Background: an optimization exercise with open tools, aiming at small area. Do not read the settings as production practice. At most, simulation tests tie the RTL to the original design; equivalence was not proved. No activity file was given, so power comes from the tool's default toggle rates. The flow treats the clock pin as an ideal source, which a real chip does not have.

v23:
// branch_target_buffer
module branch_target_buffer
#(
  parameter int ENTRIES = 16
) (
  input  logic            clk,
  input  logic            reset,
  input  logic [branch_target_buffer_pkg::XLEN-1:0] PC_I,
  output logic            Predict,
  output logic [branch_target_buffer_pkg::XLEN-1:0] Prediction,
  input  logic            StallI,
  input  logic            StallR,
  input  logic            FlushIR,
  input  logic            FlushRC,
  input  branch_target_buffer_pkg::pcSrc PCSrc_R,
  input  logic [branch_target_buffer_pkg::XLEN-1:0] PCpImm_R,
  input  logic            IsControl_C,
  input  logic            IsJump_C,
  input  logic            Taken_C,
  input  logic [branch_target_buffer_pkg::XLEN-1:0] Target_C,
  output logic            PredictionCorrect_R,
  output logic            PredictionCorrect_C
);
Size in the first run: about 2400 cells after synthesis, roughly 1100 flip-flops, about 42000 µm² of cells after synthesis.
export LEC_CHECK = 0
export CAP_MARGIN = 20
export CORE_MARGIN = 2
export CORE_UTILIZATION = 40
export SLEW_MARGIN = 20
create_clock -name core_clock -period 7.0 [get_ports {clk}]
standard.sh (not shown) runs the stock make flow with config.mk's settings and CLKGATE_MAP_FILE= SYNTH_SCRIPT=/design/flow/synth_recipe.tcl, a recipe that flattens the netlist after the stock synthesis.
==> flow/flow/run.sh <==
#!/bin/bash
# Standard layout with smaller port buffers and a lighter clock tree.
export BUFFER_PORTS_ARGS="-buffer_cell sky130_fd_sc_hd__buf_1"
export CTS_ARGS="-sink_clustering_enable -repair_clock_nets -dont_use_dummy_load -buf_list sky130_fd_sc_hd__clkbuf_8 -sink_clustering_size 12 -sink_clustering_max_diameter 50"
bash standard.sh > standard.log 2>&1
v23: flow completed, timing, DRC and antenna clean
diff inputs: v23 => v17
==> flow/flow/run.sh <==
#!/bin/bash
# Standard layout with smaller port buffers and a lighter clock tree.
export BUFFER_PORTS_ARGS="-buffer_cell sky130_fd_sc_hd__buf_1"
export CTS_ARGS="-sink_clustering_enable -repair_clock_nets -dont_use_dummy_load -buf_list sky130_fd_sc_hd__clkbuf_16 -sink_clustering_size 24 -sink_clustering_max_diameter 70"
bash standard.sh > standard.log 2>&1
[summary]
| slack of the worst reg-to-reg path | v17 vs v23 | 0.03 ns higher |
Maximum cell stage delay along the critical path: v17 vs v23 down 0.08 ns
| mean instance size in the synthesized netlist | v23 vs v17 | ≈ equal |
v17 went all the way through synthesis, placement and routing and the layout is clean on timing, DRC and antenna.
v23 -> v17: area of combinational cells with multiple inputs delta 0, exact match
Compared with v23, in v17 number of sequential storage elements held steady, worst hold slack grew by 0.034 ns, part of the cycle the worst path needs grew by 0.15 points, signal arrival time at the worst endpoint held steady, area of the die held steady.
v17 vs v23 — met2 layer usage reported by global route dropped 0.16 points.
Launching instance or port of the critical path = PC_I[5]: v23; launching instance or port of the critical path = PC_I[4]: v17
Comparing v23 with v17, the count of fill cells added during filler insertion came out essentially unchanged.
Setup changes, v17 to v13
Settings: an added PLACE_DENSITY of 0.75; a change of CORE_UTILIZATION from 40 to 60.
Results
- When v13 is set beside v17, its power in combinational cells turns out to be about 0.9% smaller.
- Note that the area enclosed by the die boundary recorded for v17 amounts to 1.5 times the value seen in v13.
- Summary of v13 over v17: flip-flop and latch count essentially unchanged, met2 track utilization from global routing now larger.
- Looking at detailed-route wire length across both flows, v13 is the stronger of the two, with v17 trailing.
No functional check of the RTL was part of any run of this note.

* * *

run 1:
Another version of the RTL of branch_target_buffer (not shown whole).
Size: roughly 2,100 cells after synthesis, ~1,100 flip-flops, ~140 I/O pins, roughly 39,000 sq um of cells after synthesis.
## branch_target_buffer
module branch_target_buffer
#(
  parameter int ENTRIES = 16
) (
  input  logic            clk,
  input  logic            reset,
  input  logic [branch_target_buffer_pkg::XLEN-1:0] PC_I,
  output logic            Predict,
  output logic [branch_target_buffer_pkg::XLEN-1:0] Prediction,
  input  logic            StallI,
  input  logic            StallR,
  input  logic            FlushIR,
  input  logic            FlushRC,
  input  branch_target_buffer_pkg::pcSrc PCSrc_R,
  input  logic [branch_target_buffer_pkg::XLEN-1:0] PCpImm_R,
  input  logic            IsControl_C,
  input  logic            IsJump_C,
  input  logic            Taken_C,
  input  logic [branch_target_buffer_pkg::XLEN-1:0] Target_C,
  output logic            PredictionCorrect_R,
  output logic            PredictionCorrect_C
);
export LEC_CHECK = 0
export CAP_MARGIN = 20
export CORE_MARGIN = 2
export CORE_UTILIZATION = 40
export SLEW_MARGIN = 20
create_clock -name core_clock -period 7.0 [get_ports {clk}]
==> flow/flow/run.sh <==
#!/bin/bash
# Standard layout, except:
#  - synthesis maps the logic with an area-oriented ABC script (abc_area_nf.script);
#  - ports are buffered with buf_1;
#  - the clock tree uses clkbuf_16 sink clusters of up to 30 and no dummy loads.
# Each tool's output goes to the ORFS logs under orfs/logs; make's output to *.log here.
set -euo pipefail
HERE=$(pwd)
rm -rf "$HERE/scripts_mod"
cp -r "$FLOW_HOME/scripts" "$HERE/scripts_mod"
cp "$HERE/flow/abc_area_nf.script" "$HERE/scripts_mod/abc_speed.script"
export BUFFER_PORTS_ARGS="-buffer_cell sky130_fd_sc_hd__buf_1"
export RECOVER_POWER=100
export CTS_ARGS="-sink_clustering_enable -repair_clock_nets -dont_use_dummy_load -buf_list sky130_fd_sc_hd__clkbuf_16 -sink_clustering_size 30 -sink_clustering_max_diameter 100"
SCRIPTS_DIR="$HERE/scripts_mod" bash standard.sh synth > synth.log 2>&1
bash standard.sh > standard.log 2>&1
==> flow/flow/abc_area_nf.script <==
&get -n
&st
&dch -f
&nf -a -R 1000
&put
topo
[flow] run 1 | stages: complete | final checks: fail | reason: max-capacitance violations, max-slew violations
Setup changes, run 1 to run 2
diff --git a/flow/flow/run.sh b/flow/flow/run.sh
--- a/flow/flow/run.sh
+++ b/flow/flow/run.sh
@@ -11,5 +11,4 @@
 cp "$HERE/flow/abc_area_nf.script" "$HERE/scripts_mod/abc_speed.script"
 export BUFFER_PORTS_ARGS="-buffer_cell sky130_fd_sc_hd__buf_1"
-export RECOVER_POWER=100
 export CTS_ARGS="-sink_clustering_enable -repair_clock_nets -dont_use_dummy_load -buf_list sky130_fd_sc_hd__clkbuf_16 -sink_clustering_size 30 -sink_clustering_max_diameter 100"
 SCRIPTS_DIR="$HERE/scripts_mod" bash standard.sh synth > synth.log 2>&1
==> run summary <==
Run 2: done, clean on timing, DRC and antenna
Of run 2 and run 1, it is run 2 that has the higher core utilization.
Area of all placed cells without fillers on run 2 is up relative to run 1.
On detailed-route vias per instance, run 1 and run 2 are basically level.
Comparing run 1 with run 2, the switching power of the nets came out essentially unchanged.
Run 2 against run 1: final routed wire length divided by cell count stayed essentially flat; wire length stayed essentially flat.
Reported for run 1 and run 2, final cell count turned out identical to the last digit.
Input changes introduced in run 3 (baseline for comparison: run 2):
==> flow/flow/run.sh <==
#!/bin/bash
# Standard layout, except:
#  - synthesis maps the logic with an area-oriented ABC script (abc_area_nf.script);
#  - ports are buffered with buf_1;
#  - the clock tree uses clkbuf_16 sink clusters of up to 24 and no dummy loads.
# Each tool's output goes to the ORFS logs under orfs/logs; make's output to *.log here.
set -euo pipefail
HERE=$(pwd)
rm -rf "$HERE/scripts_mod"
cp -r "$FLOW_HOME/scripts" "$HERE/scripts_mod"
cp "$HERE/flow/abc_area_nf.script" "$HERE/scripts_mod/abc_speed.script"
export BUFFER_PORTS_ARGS="-buffer_cell sky130_fd_sc_hd__buf_1"
export CTS_ARGS="-sink_clustering_enable -repair_clock_nets -dont_use_dummy_load -buf_list sky130_fd_sc_hd__clkbuf_16 -sink_clustering_size 24 -sink_clustering_max_diameter 70"
SCRIPTS_DIR="$HERE/scripts_mod" bash standard.sh synth > synth.log 2>&1
bash standard.sh > standard.log 2>&1
--- outcome ---
The final layout from run 3, which completed every stage, passed the timing, DRC and antenna checks at the end of the flow.
On met1 track demand over resource in global routing, run 3 and run 2 are basically level.
Compared with run 2, in run 3 DRC violation count after routing roughly the same, post-route clock period utilization lower, relative contribution of combinational cells to total power roughly the same.
| signed area change from the synthesized netlist to the final layout | run 3 vs run 2 | 0.89 points higher |
Status: global-route total usage across every layer parity (run 2, run 3)
Run 3 vs run 2: share of total power in the clock network up

-- afterwards: timing with drivers on the ports --
How much do the figures lean on ideal ports? The routed layouts below were timed once more, with nothing changed but the port constraints. Step 1 (the two cells are an assumption about what drives the block):
set clk [get_ports {clk}]
set_driving_cell -lib_cell sky130_fd_sc_hd__clkbuf_16 $clk
set_driving_cell -lib_cell sky130_fd_sc_hd__buf_2 [delete_from_list [all_inputs] $clk]
Step 2, shift: input delay + t, output delay - t, t = (earliest + latest rising clock arrival at the registers) / 2. This alone moves slack from input paths to output paths. Three values: ideal, step 1, step 2; two values: the first two.
run	shift t [ns]	setup WS [ns]	hold WS [ns]	worst setup path at the end	latest minus earliest clock arrival (ns)
v23	0.796	0.375 / 0.323 / 0.323	0.438 / 0.438 / 0.438	input to output	0.091 / 0.091
v17	0.707	0.364 / 0.324 / 0.324	0.473 / 0.473 / 0.473	input to output	0.073 / 0.073
v13	0.685	0.236 / 0.208 / 0.208	0.465 / 0.465 / 0.465	input to output	0.081 / 0.082
run 1	0.685	0.187 / 0.154 / 0.010	0.472 / 0.472 / 0.472	input to register	0.068 / 0.068
run 2	0.682	0.202 / 0.170 / 0.170	0.468 / 0.468 / 0.468	input to output	0.063 / 0.062
run 3	0.681	0.296 / 0.264 / 0.264	0.471 / 0.471 / 0.471	input to output	0.060 / 0.061
The setup slack of run 1, which loses most, moves by -0.033 ns with the drivers and by -0.177 ns with both steps.
